Source: an optimization exercise on an open RTL-to-GDS flow (aim: small area, a short achievable clock period and few clock cycles per item). Production flows keep margins and buffers that such runs may drop. Function was checked by simulation only, so behaviour that the tests miss may differ from the original. Power and IR drop assume default switching activity.

==> flow/design.v (outline; a module is shown in full before it is edited, if it fits) <==
// module mac_adder_tree: 26 lines
// module mac_pipe: 2178 lines
module mac_pipe (
  input  logic               clk,
  input  logic               rst,
  input  logic               in_valid,
  output logic               in_ready,
  input  logic               in_first,
  input  logic               in_last,
  input  logic [71:0]        kernel_in,
  input  logic [71:0]        map_in,
  input  logic signed [31:0] bias,
  input  logic [4:0]         shift,
  output logic               out_valid,
  input  logic               out_ready,
  output logic signed [7:0]  mac_out
);
  // ...
==> flow/flow/run.sh <==
#!/bin/bash
# Layout flow: the standard flow with two changes.
#  1. After the standard synthesis, flow/polarity.py re-chooses which full
#     adders work on complemented signals and swaps simple gates for their
#     De Morgan / complemented-output twins, so fewer inverters remain
#     (registers are left as synthesis made them). Yosys then proves the new
#     netlist equivalent to the standard one (registers paired by name); if
#     that proof fails, the standard netlist is laid out instead.
#  2. Ports are buffered with sky130_fd_sc_hd__buf_1 instead of the default
#     pick; timing repair still resizes them as needed.
# Each tool's output goes to a log file of its own in this folder.
set -euo pipefail
R=orfs/results/${FLOW_PLATFORM:-sky130hd}/mac_pipe/base
LIB=$(ls "$FLOW_HOME"/platforms/${FLOW_PLATFORM:-sky130hd}/lib/sky130_fd_sc_hd__tt_025C_1v80.lib)
bash standard.sh "$(pwd)/$R/1_2_yosys.v" > synth.log 2>&1
cp "$R/1_2_yosys.v" 1_2_yosys.standard.v
python3 flow/polarity.py 1_2_yosys.standard.v 1_2_yosys.polarity.v > polarity.log 2>&1
python3 flow/hide_names.py 1_2_yosys.polarity.v polarity_hidden.v > hide.log 2>&1
sed "s#@LIB@#$LIB#" flow/equiv.ys > equiv.ys
YOSYS=$(command -v yosys || echo "$FLOW_HOME/../tools/install/yosys/bin/yosys")
if "$YOSYS" -q -l equiv.log equiv.ys > equiv.out 2>&1; then
  cp 1_2_yosys.polarity.v "$R/1_2_yosys.v"
  echo "polarity netlist proven equivalent; using it" >> polarity.log
else
  echo "equivalence not proven; keeping the standard netlist" >> polarity.log
fi
BUFFER_PORTS_ARGS="-buffer_cell sky130_fd_sc_hd__buf_1" bash standard.sh finish > layout.log 2>&1
==> flow/flow/equiv.ys <==
read_liberty -ignore_miss_func -overwrite @LIB@
read_verilog 1_2_yosys.standard.v
rename mac_pipe gold
read_verilog polarity_hidden.v
rename mac_pipe gate
hierarchy -check
flatten
proc; async2sync; opt_clean
equiv_make gold gate eq
equiv_simple
equiv_induct
equiv_status -assert
==> flow/flow/hide_names.py <==
#!/usr/bin/env python3
"""Copy a mapped netlist with every cell and net renamed except registers,
their outputs and the ports, so that an equivalence check pairs only those.

Usage: hide_names.py IN.v OUT.v
"""
import re
import sys

src = open(sys.argv[1]).read()
inst_re = re.compile(r"^(\s*)(sky130_fd_sc_hd__\w+)\s+(\S+)\s*\((.*?)\);\s*$", re.S | re.M)
FF = re.compile(r"__(df|edf|sdf)")
keep = set()
for m in inst_re.finditer(src):
    if FF.search(m.group(2)):
        keep.add(re.search(r"\.Q\(\s*(.*?)\s*\)", m.group(4)).group(1))
hdr = re.search(r"module\s+\w+\s*\((.*?)\);", src, re.S)
ports = set(p.strip() for p in hdr.group(1).split(","))

def base(n):
    return re.sub(r"\s*\[\d+\]$", "", n).lstrip("\\")

def ren(m):
    p, n = m.group(1), m.group(2).strip()
    if n in keep or base(n) in ports or n.startswith("1'"):
        return m.group(0)
    return f".{p}(\\zz_{n.lstrip(chr(92)).replace(' ', '')} )"

out = []
pos = 0
for m in inst_re.finditer(src):
    out.append(src[pos:m.start(3)])
    nm = m.group(3)
    if not FF.search(m.group(2)):
        nm = "\\zz_" + nm.lstrip("\\") + " "
    out.append(nm + " (")
    out.append(re.sub(r"\.(\w+)\(\s*(.*?)\s*\)", ren, m.group(4)))
    pos = m.end(4)
out.append(src[pos:])
t = "".join(out)
t = re.sub(r"^\s*wire\s+.*?;\s*$\n", "", t, flags=re.M)
open(sys.argv[2], "w").write(t)
==> flow/flow/polarity.py <==
#!/usr/bin/env python3
"""Re-choose the polarity of full adders and simple gates in a mapped sky130 netlist.

A full adder is self-dual: complementing its three inputs complements both
outputs. Yosys's extract_fa picks each adder's polarity on its own, which
leaves inverters between adders. This script removes the inverters between
cells and lets each full adder work on complemented signals, each simple gate
(and/or/nand/nor, a21/o21, a22/o22, xor/xnor) be swapped for the library cell
that complements its output and/or reads complemented inputs (De Morgan), and
picks these choices by simulated annealing to need as little inverter and gate
area as possible. It then writes the netlist back with one inverter per signal
that some load needs inverted. Registers and all other cells are unchanged.

Usage: polarity.py IN.v OUT.v
"""
import random
import re
import sys

OUT_PINS = {"X", "Y", "Q", "Q_N", "SUM", "COUT", "HI", "LO"}
INV_RE = re.compile(r"^sky130_fd_sc_hd__(inv|clkinv)_\d+$")
FA_RE = re.compile(r"^sky130_fd_sc_hd__fa_\d+$")

src = open(sys.argv[1]).read()

# Split into the module header/body and the cell instances.
inst_re = re.compile(
    r"^(\s*)(sky130_fd_sc_hd__\w+)\s+(\S+)\s*\((.*?)\);\s*$", re.S | re.M)
pin_re = re.compile(r"\.(\w+)\(\s*(.*?)\s*\)(?=\s*,|\s*$)", re.S)

cells = []  # dict(type, name, pins: {pin: net}, span)
for m in inst_re.finditer(src):
    pins = {}
    for p, n in pin_re.findall(m.group(4)):
        pins[p] = n.strip()
    cells.append({"type": m.group(2), "name": m.group(3), "pins": pins,
                  "span": m.span()})

fixed = set()
hdr = re.search(r"module\s+\w+\s*\((.*?)\);", src, re.S)
ports = [p.strip() for p in hdr.group(1).split(",")]
for decl in re.finditer(r"^\s*(input|output|inout)\s+(\[[^\]]*\]\s*)?(\S+)\s*;", src, re.M):
    fixed.add(decl.group(3))
for a in re.finditer(r"^\s*assign\s+(.*?)\s*=\s*(.*?)\s*;", src, re.M):
    for side in (a.group(1), a.group(2)):
        for tok in re.findall(r"\\\S+|[A-Za-z_][\w$]*(?:\s*\[\d+\])?", side):
            fixed.add(tok.replace(" ", ""))

def base(net):
    return re.sub(r"\s*\[\d+\]$", "", net)

def is_fixed(net):
    return net in fixed or base(net) in fixed

driver = {}
loads = {}
for ci, c in enumerate(cells):
    for p, n in c["pins"].items():
        if p in OUT_PINS:
            driver[n] = (ci, p)
        else:
            loads.setdefault(n, []).append((ci, p))

# Removable inverters: output not fixed.
removable = set()
for ci, c in enumerate(cells):
    if INV_RE.match(c["type"]) and not is_fixed(c["pins"]["Y"]):
        removable.add(ci)

def root_of(net):
    k = 0
    while net in driver and driver[net][0] in removable:
        net = cells[driver[net][0]]["pins"]["A"]
        k ^= 1
    return net, k

# Group consumers by root.
roots = {}
for ci, c in enumerate(cells):
    if ci in removable:
        continue
    for p, n in c["pins"].items():
        if p in OUT_PINS:
            continue
        r, k = root_of(n)
        roots.setdefault(r, []).append((ci, p, k))

AREA = {"and2_1": 6.256, "nand2_1": 3.7536, "or2_1": 6.256, "nor2_1": 3.7536,
        "and3_1": 6.256, "nand3_1": 5.0048, "or3_1": 6.256, "nor3_1": 5.0048,
        "a21o_1": 7.5072, "a21oi_1": 5.0048, "o21a_1": 7.5072, "o21ai_0": 5.0048,
        "a22o_1": 8.7584, "a22oi_1": 7.5072, "o22a_1": 8.7584, "o22ai_1": 6.256,
        "xor2_1": 8.7584, "xnor2_1": 8.7584,
        "nand2b_1": 6.256, "and2b_1": 7.5072, "nor2b_1": 6.256, "or2b_1": 7.5072}
# group -> {(out_inverted, in_inverted): type}, relative to the group's base
GROUPS = [
    {(0, 0): "and2_1", (1, 0): "nand2_1", (0, 1): "nor2_1", (1, 1): "or2_1"},
    {(0, 0): "and3_1", (1, 0): "nand3_1", (0, 1): "nor3_1", (1, 1): "or3_1"},
    {(0, 0): "a21o_1", (1, 0): "a21oi_1", (0, 1): "o21ai_0", (1, 1): "o21a_1"},
    {(0, 0): "a22o_1", (1, 0): "a22oi_1", (0, 1): "o22ai_1", (1, 1): "o22a_1"},
    {(0, 0): "xor2_1", (1, 0): "xnor2_1", (0, 1): "xor2_1", (1, 1): "xnor2_1"},
    {(0, 0): "nand2b_1", (1, 0): "and2b_1"},
    {(0, 0): "nor2b_1", (1, 0): "or2b_1"},
]
CODE = {}
for gi, g in enumerate(GROUPS):
    for code, t in g.items():
        if t not in CODE:
            CODE[t] = (gi, code)
INV_COST = 3.7536
OUTNAME = {"and2_1": "X", "nand2_1": "Y", "or2_1": "X", "nor2_1": "Y",
           "and3_1": "X", "nand3_1": "Y", "or3_1": "X", "nor3_1": "Y",
           "a21o_1": "X", "a21oi_1": "Y", "o21a_1": "X", "o21ai_0": "Y",
           "a22o_1": "X", "a22oi_1": "Y", "o22a_1": "X", "o22ai_1": "Y",
           "xor2_1": "X", "xnor2_1": "Y", "nand2b_1": "Y", "and2b_1": "X",
           "nor2b_1": "Y", "or2b_1": "X"}

def short(t):
    return t.replace("sky130_fd_sc_hd__", "")

def outpin(c):
    return [p for p in c["pins"] if p in OUT_PINS][0]

# states[ci] = list of (fo, fi, type, area_delta)
states = {}
for ci, c in enumerate(cells):
    if ci in removable:
        continue
    t = short(c["type"])
    outs = [p for p in c["pins"] if p in OUT_PINS]
    out_fixed = any(is_fixed(c["pins"][o]) for o in outs)
    if FA_RE.match(c["type"]):
        if not out_fixed:
            states[ci] = [(0, 0, t, 0.0), (1, 1, t, 0.0)]
        continue
    if t in CODE and len(outs) == 1:
        gi, (o0, i0) = CODE[t]
        st = []
        for (oc, ic), t2 in GROUPS[gi].items():
            fo, fi = oc ^ o0, ic ^ i0
            if fo and out_fixed:
                continue
            st.append((fo, fi, t2, AREA[t2] - AREA[t]))
        if len(st) > 1:
            states[ci] = st

cur = {ci: next(k for k, x in enumerate(st) if x[0] == 0 and x[1] == 0)
       for ci, st in states.items()}

def fo_of(ci):
    return states[ci][cur[ci]][0] if ci in states else 0

def fi_of(ci):
    return states[ci][cur[ci]][1] if ci in states else 0

def drv_pol(r):
    d = driver.get(r)
    return 0 if d is None else fo_of(d[0])

def cost_root(r):
    dp = drv_pol(r)
    for ci, p, k in roots[r]:
        if dp ^ k ^ fi_of(ci):
            return INV_COST
    return 0

def var_cost(ci):
    return states[ci][cur[ci]][3]

touch = {ci: set() for ci in states}
for r, cons in roots.items():
    d = driver.get(r)
    if d is not None and d[0] in states:
        touch[d[0]].add(r)
    for ci, p, k in cons:
        if ci in states:
            touch[ci].add(r)

def total():
    return sum(cost_root(r) for r in roots) + sum(var_cost(ci) for ci in states)

orig_inv = len(removable)
best = None
best_cost = None
rng = random.Random(1)
order = sorted(states)
import math

def try_delta(ci, k):
    before = sum(cost_root(r) for r in touch[ci]) + var_cost(ci)
    old = cur[ci]
    cur[ci] = k
    after = sum(cost_root(r) for r in touch[ci]) + var_cost(ci)
    cur[ci] = old
    return after - before

def anneal(moves, t0, t1, allowed):
    for step in range(moves):
        temp = t0 * (t1 / t0) ** (step / moves)
        ci = order[rng.randrange(len(order))]
        ks = allowed[ci]
        if len(ks) < 2:
            continue
        k = ks[rng.randrange(len(ks))]
        if k == cur[ci]:
            continue
        d = try_delta(ci, k)
        if d <= 0 or rng.random() < math.exp(-d / temp):
            cur[ci] = k

# phase 1: output flips only (inputs as synthesis left them); phase 2: all
only_fo = {ci: [k for k, x in enumerate(states[ci]) if x[1] == 0 or FA_RE.match(cells[ci]["type"])] for ci in order}
every = {ci: list(range(len(states[ci]))) for ci in order}
for trial in range(int(sys.argv[3]) if len(sys.argv) > 3 else 4):
    for ci in order:
        cur[ci] = next(k for k, x in enumerate(states[ci]) if x[0] == 0 and x[1] == 0)
    anneal(300 * len(order), 6.0, 0.05, only_fo)
    anneal(300 * len(order), 1.5, 0.05, every)
    improved = True
    while improved:
        improved = False
        for ci in order:
            for k in range(len(states[ci])):
                if k != cur[ci] and try_delta(ci, k) < -1e-9:
                    cur[ci] = k
                    improved = True
    c = total()
    print(f"  trial {trial}: cost {c:.1f}", file=sys.stderr)
    if best_cost is None or c < best_cost:
        best_cost = c
        best = dict(cur)
cur = best
n_inv = sum(1 for r in roots if cost_root(r))
n_gate = sum(1 for ci in states if not FA_RE.match(cells[ci]["type"]) and (fo_of(ci) or fi_of(ci)))
n_fa = sum(1 for ci in states if FA_RE.match(cells[ci]["type"]) and fo_of(ci))
print(f"polarity: {n_fa} adders flipped, {orig_inv} inverters removed, "
      f"{n_inv} inverters added, {n_gate} gates changed, "
      f"cost {best_cost:.1f} um2 vs {orig_inv * INV_COST:.1f}", file=sys.stderr)

# Rewrite.
newpins = {}  # ci -> {pin: net}
new_cells = []
new_wires = []
for i, (r, cons) in enumerate(sorted(roots.items())):
    dp = drv_pol(r)
    inv_net = None
    for ci, p, k in cons:
        need_inv = dp ^ k ^ fi_of(ci)
        if need_inv:
            if inv_net is None:
                inv_net = f"polinv_n{i}"
                new_wires.append(inv_net)
                new_cells.append(f"  sky130_fd_sc_hd__inv_1 polinv_{i} (\n    .A({r} ),\n    .Y({inv_net})\n  );\n")
            net = inv_net
        else:
            net = r
        newpins.setdefault(ci, {})[p] = net

out = []
pos = 0
for ci, c in enumerate(cells):
    s, e = c["span"]
    out.append(src[pos:s])
    pos = e
    if ci in removable:
        continue
    pins = dict(c["pins"])
    pins.update(newpins.get(ci, {}))
    typ = c["type"]
    if ci in states and not FA_RE.match(typ):
        t2 = states[ci][cur[ci]][2]
        if t2 != short(typ):
            op = outpin(c)
            pins = {(OUTNAME[t2] if p == op else p): n for p, n in pins.items()}
            typ = "sky130_fd_sc_hd__" + t2
    body = ",\n".join(f"    .{p}({n} )" for p, n in pins.items())
    out.append(f"  {typ} {c['name']} (\n{body}\n  );")
out.append(src[pos:])
text = "".join(out)
# declare new wires and add new cells before endmodule
decl = "".join(f"  wire {w};\n" for w in new_wires)
text = re.sub(r"(module\s+\w+\s*\(.*?\);\n)", lambda m: m.group(1) + decl, text, count=1, flags=re.S)
idx = text.rfind("endmodule")
text = text[:idx] + "".join(new_cells) + text[idx:]
open(sys.argv[2], "w").write(text)
==> flow/standard.sh <==
#!/bin/bash
# synth_recipe.tcl (not shown) runs the flow's synth.tcl, then flattens the netlist and writes it again
# the make line also repeats each setting of config.mk as NAME=value (left out here)
make -C /OpenROAD-flow-scripts/flow DESIGN_CONFIG=/design/flow/config.mk WORK_HOME=/design/flow/orfs CLKGATE_MAP_FILE= SYNTH_SCRIPT=/design/flow/synth_recipe.tcl "${@:-finish}"
==> flow/config.mk <==
export PLATFORM = sky130hd
export DESIGN_NAME = mac_pipe
export DESIGN_NICKNAME = mac_pipe
export VERILOG_FILES = /design/flow/design.v
export SDC_FILE = /design/flow/constraint.sdc
export NUM_CORES = 4
export LEC_CHECK = 0
export ABC_AREA = 1
export CAP_MARGIN = 20
export CORE_MARGIN = 2
export CORE_UTILIZATION = 60
export CTS_CLUSTER_DIAMETER = 90
export CTS_CLUSTER_SIZE = 36
export SETUP_SLACK_MARGIN = 4.0
export SLEW_MARGIN = 20
==> flow/constraint.sdc <==
create_clock -name core_clock -period 7.5 [get_ports {clk}]
set_input_delay 1.5000 -clock core_clock [delete_from_list [all_inputs] [get_ports {clk}]]
set_output_delay 1.5000 -clock core_clock [all_outputs]
set_load 0.01 [all_outputs]
==> metrics.cfg, run 1 <==
[timing]
holdWs_ns = 0.330
fmax_mhz = 283
clock-skew-final_ns = 0.0396
fin_ws_ns = 3.97
period_needed_ns = 3.53
relSlewSlack = 0.388

[layout]
layout.nets = 3590
design_area_um2 = 29200
largest_class = multi-input gates
layoutNonFillerInstCount = 3577
diodes = 0
nClkBuffers = 19
sh_seq_area = 0.272

[critical_path]
path_buf_inv = 0
r2r_slack_ns = 3.97
crit_start = t1[114]$_DFF_P_
cp_top_family = adder cells
path_cells = fa_1, fa_2, fa_1, fa_2, fa_2, fa_1, and2_1
cp_data_required_time_ns = 7.94
reg2reg_from = t1[114]$_DFF_P_
r2r_cells = 7

[placed_design]
gp_congestion = 0.974

[clock_network]
post_cts_resized = 44
cts_max_level = 1
cts_buffers = 17
cts_buffer_depth = 3

[global_routing]
grt_usage = 0.346
met1_usage = 0.451
gr-usage-met2 = 0.591
grt_pass1_vias = 21000

[route]
drt_wl_total_um = 80000
initialDrtViolationCount = 2097
num_vias = 20800
drcViolationCount = 0
ant_nets = 0

[outcome]
outcome = complete, no violations

[pwr]
p_seq_frac = 0.217
cellPowerDensity_nw_per_um2 = 547
pwr-share-clk = 0.076
powerSeq_w = 0.00346
switching_share = 0.467

[floorplanning]
ios = 197
start_util = 0.611
die_h_um = 217

[min_path]
min_from = c1_shift[0]$_DFF_P_

Testbench counts, summed over its fixed seeds: cycles 7,044, items 7,012.
==> run 2, diff against run 1 <==
--- a/flow/config.mk
+++ b/flow/config.mk
@@ -9,7 +9,7 @@
 export CAP_MARGIN = 20
 export CORE_MARGIN = 2
 export CORE_UTILIZATION = 60
-export CTS_CLUSTER_DIAMETER = 90
-export CTS_CLUSTER_SIZE = 36
+export CTS_CLUSTER_DIAMETER = 80
+export CTS_CLUSTER_SIZE = 30
 export SETUP_SLACK_MARGIN = 4.0
 export SLEW_MARGIN = 20
==> run 2 against run 1 <==
  * Wire length is 0.89% higher
  * Sequential share of layout area is 0.087 points lower
  * Die area unchanged
  * Critical path depth unchanged
  * Non-clock buffer count is 1 lower
  * Global-route usage up 0.28 points
  * Critical path type unchanged
  * Via count up 0.64%
  * Largest cell class unchanged
  * First-iteration DRC count fell by 8.4%
  * Hold slack got worse by 0.0032 ns
  * Design area up 0.21%
==> metrics.cfg, run 2 <==
[critical_path]
path_buf_inv = 0  ; unchanged
arrival_ns = 4.01
cpMostUsedCell = fa_1
path_cells = fa_1, fa_1, fa_2, fa_1, fa_1, fa_2, and2_1
crit_start = t1[105]$_DFF_P_
cp_data_required_time_ns = 8.00  ; +0.06 ns
cp_slowest_cell = fa_1
crit_type = reg -> reg
worst_setup_path_start_kind = flip-flop
setup.worst_path.end_class = flip-flop
reg2reg_from = t1[105]$_DFF_P_
cp_top_family = adder cells
cp_max_fo = 1
cpPeakStageDelay_ns = 0.56

[placed_design]
gp_congestion = 0.974  ; unchanged
dp_hpwl_um = 66800
portBuffers = 196
place_ws_ns = 3.25

[floorplanning]
die_h_um = 217  ; unchanged
dieArea_um2 = 46900
start_util = 0.611  ; unchanged
core_area_um2 = 44400
ios = 197  ; unchanged
num_rows = 77
fp.dieW_um = 217

[layout]
num-fill-cells = 3655
reg.largest.list = t1: 186 flops, q_mem: 40 flops
drive_gt1_frac = 0.0648
final_common_cell = nand2_1
syn_to_final_growth_pct = 7.99
largest_register_ffs = 186
layout.nets = 3592  ; +0.056%
diodes = 0  ; unchanged
final_util = 0.660
final_cell_mix = 456 x nand2_1, 353 x fa_1, 257 x dfxtp_1, 213 x inv_1, 187 x xnor2_1
top_register = t1

[synthesis]
syn_inst = 2830
syn_area_um2 = 27100
synth-warning-count = 2
syn_nets = 3443
syn_avg_cell_area_um2 = 9.59

[global_routing]
overflow = 0
grt_max_degree = 54
grt_pass1_wl_um = 123000
grt_antenna_before_repair = 0
grt_pass1_vias = 21100  ; +0.77%
grt_usage = 0.349  ; +0.00279

[route]
drcViolationCount = 0  ; unchanged
first_pass_iters = 6
initialDrtViolationCount = 1920  ; -8.4%
post_drt_wl_per_cell_um = 22.5
num_vias = 20900  ; +0.64%
via_per_inst = 5.84
ant_nets = 0  ; unchanged
drt_wl_total_um = 80700  ; +0.89%

[clock_network]
cts_tree = done
cts_max_level = 1  ; unchanged
cts_num_sinks = 362
clkTransAtPathRegs_ns = 0.11
cts_buffers = 20  ; +3
cts_root_buf = clkbuf_16
cts_buffer_depth = 3  ; unchanged
insertion_delay_ns = 0.57

[timing]
drv_slew = 0
clock-skew-final_ns = 0.0295  ; -0.0101 ns
fmax_mhz = 285  ; +0.64%
setup_tns_ns = 0
fin_crit_sh = 0.467
fin_ws_ns = 3.99  ; +0.0226 ns
holdWs_ns = 0.327  ; -0.00324 ns
period_needed_ns = 3.51  ; -0.0226 ns
worstMarginPinSlew_ns = 0.916
relSlewSlack = 0.389  ; +0.00151
rsz0062_at_grt = true
hold_viol = 0
setup_viol = 0

[min_path]
min_path_type = reg -> reg
min_from = c1_shift[0]$_DFF_P_

[pwr]
cellPowerDensity_nw_per_um2 = 563  ; +3.0%
leakage_nw = 12.2
ir_drop_v = 0.00141

[run]
maxCapViolCount = 0

[outcome]
outcome = complete, no violations

-- run 2: cell types whose count changed in the layout (fill, tap and decap cells not counted), moves of 2 or more --
cell,previous run,this run
fa_1,344,353
fa_2,31,22
buf_2,21,16
clkbuf_2,10,15
clkbuf_16,18,22
clkinv_16,4,1
dfxtp_1,254,257
clkbuf_1,0,2
dfxtp_4,2,0
inv_12,0,2
inv_16,0,2
inv_8,0,2
o21ai_1,7,5
-- run 2: path summary, 6_finish.rpt --
check	endpoint	slack, ns	cells past startpoint
worst max-delay path	w_b[10]$_DFF_P_	3.99	7
worst min-delay path	w_shift[0]$_DFF_P_	0.33	0
worst max register to register	w_b[10]$_DFF_P_	3.99	7
worst min register to register	w_shift[0]$_DFF_P_	0.33	0
max in group asynchronous	acc[25]$_DFF_PP0_	5.87	3
min in group asynchronous	n_out[0]$_DFF_PP0_	1.10	3
-- run 2: area by class of cell --
type                    instances  area (µm²)  share of cell area
clock buffers                  24         558              0.0190
clock inverters                11         183             0.00624
inverters                     229         875              0.0299
multi-input cells            2151       18100               0.617
flip-flops and latches        362        7930               0.271
well taps                     592         741              0.0253
repair buffers                213         913              0.0312
repair inverters                2        15.0            0.000512
-- run 2: power by group --
group          switching (W)  leakage (nW)  total (W)  internal [W]
registers           0.000688          3.25    0.00347       0.00278
clock network       0.000735         0.356    0.00132      0.000588
logic                0.00626          8.63     0.0117       0.00545
-- run 2: layer usage --
layer | part of all wire | vias up | global-route usage
met5 | 0 | - | 0
met4 | 0.057 | 0 | 0.163
met1 | 0.39 | 10300 | 0.450
met3 | 0.058 | 181 | 0.0328
li1 | - | 9587 | -
met2 | 0.49 | 892 | 0.598
-- run 2: timing repair --
item / in CTS / in global routing
cloned: 2 / 0
setup buffers: 0 / 10
hold buffers: 0 / 0
gates resized for setup: 35 / 48
endpoints found under the setup margin: 60 / 109
pin swaps: 5 / 9
-- run 2: metrics by stage --
step / power [W] / std cells / instance area, µm²
floorplan: 0.0107 / 2830 / 27200
global placement: 0.0141 / 3537 / 28300
detailed placement: 0.0145 / 3537 / 28300
CTS: 0.0160 / 3574 / 29100
global route: 0.0182 / 3584 / 29300
finish: 0.0165 / 3584 / 29300

static timing again, ports no longer ideal:
In the flow no input, the clock included, has a driving cell. The finished layouts below were timed again as built, in two steps.
Step 1 (the two cells are an assumption about what drives the block):
set clk [get_ports {clk}]
set_driving_cell -lib_cell sky130_fd_sc_hd__clkbuf_16 $clk
set_driving_cell -lib_cell sky130_fd_sc_hd__buf_2 [delete_from_list [all_inputs] $clk]
Step 2 times the ports against the registers' clock, not the clock port: input delays grow and output delays shrink by t, the midpoint of the rising clock arrivals with the driver on.
Three values: no drivers, after step 1, after step 2; two values: the first two.
| run | t (ns) | setup slack, ns | worst data-port slew with drivers (ns) |
|---|---|---|---|
| run 1 | 0.568 | 3.972 / 3.972 / 3.536 | 0.06 |
| run 2 | 0.607 | 3.995 / 3.995 / 3.490 | 0.07 |
After both steps setup and hold are still met in every run listed. For run 2, which loses most, drivers alone change the setup slack by 0.000 ns; drivers and shift together by -0.505 ns.
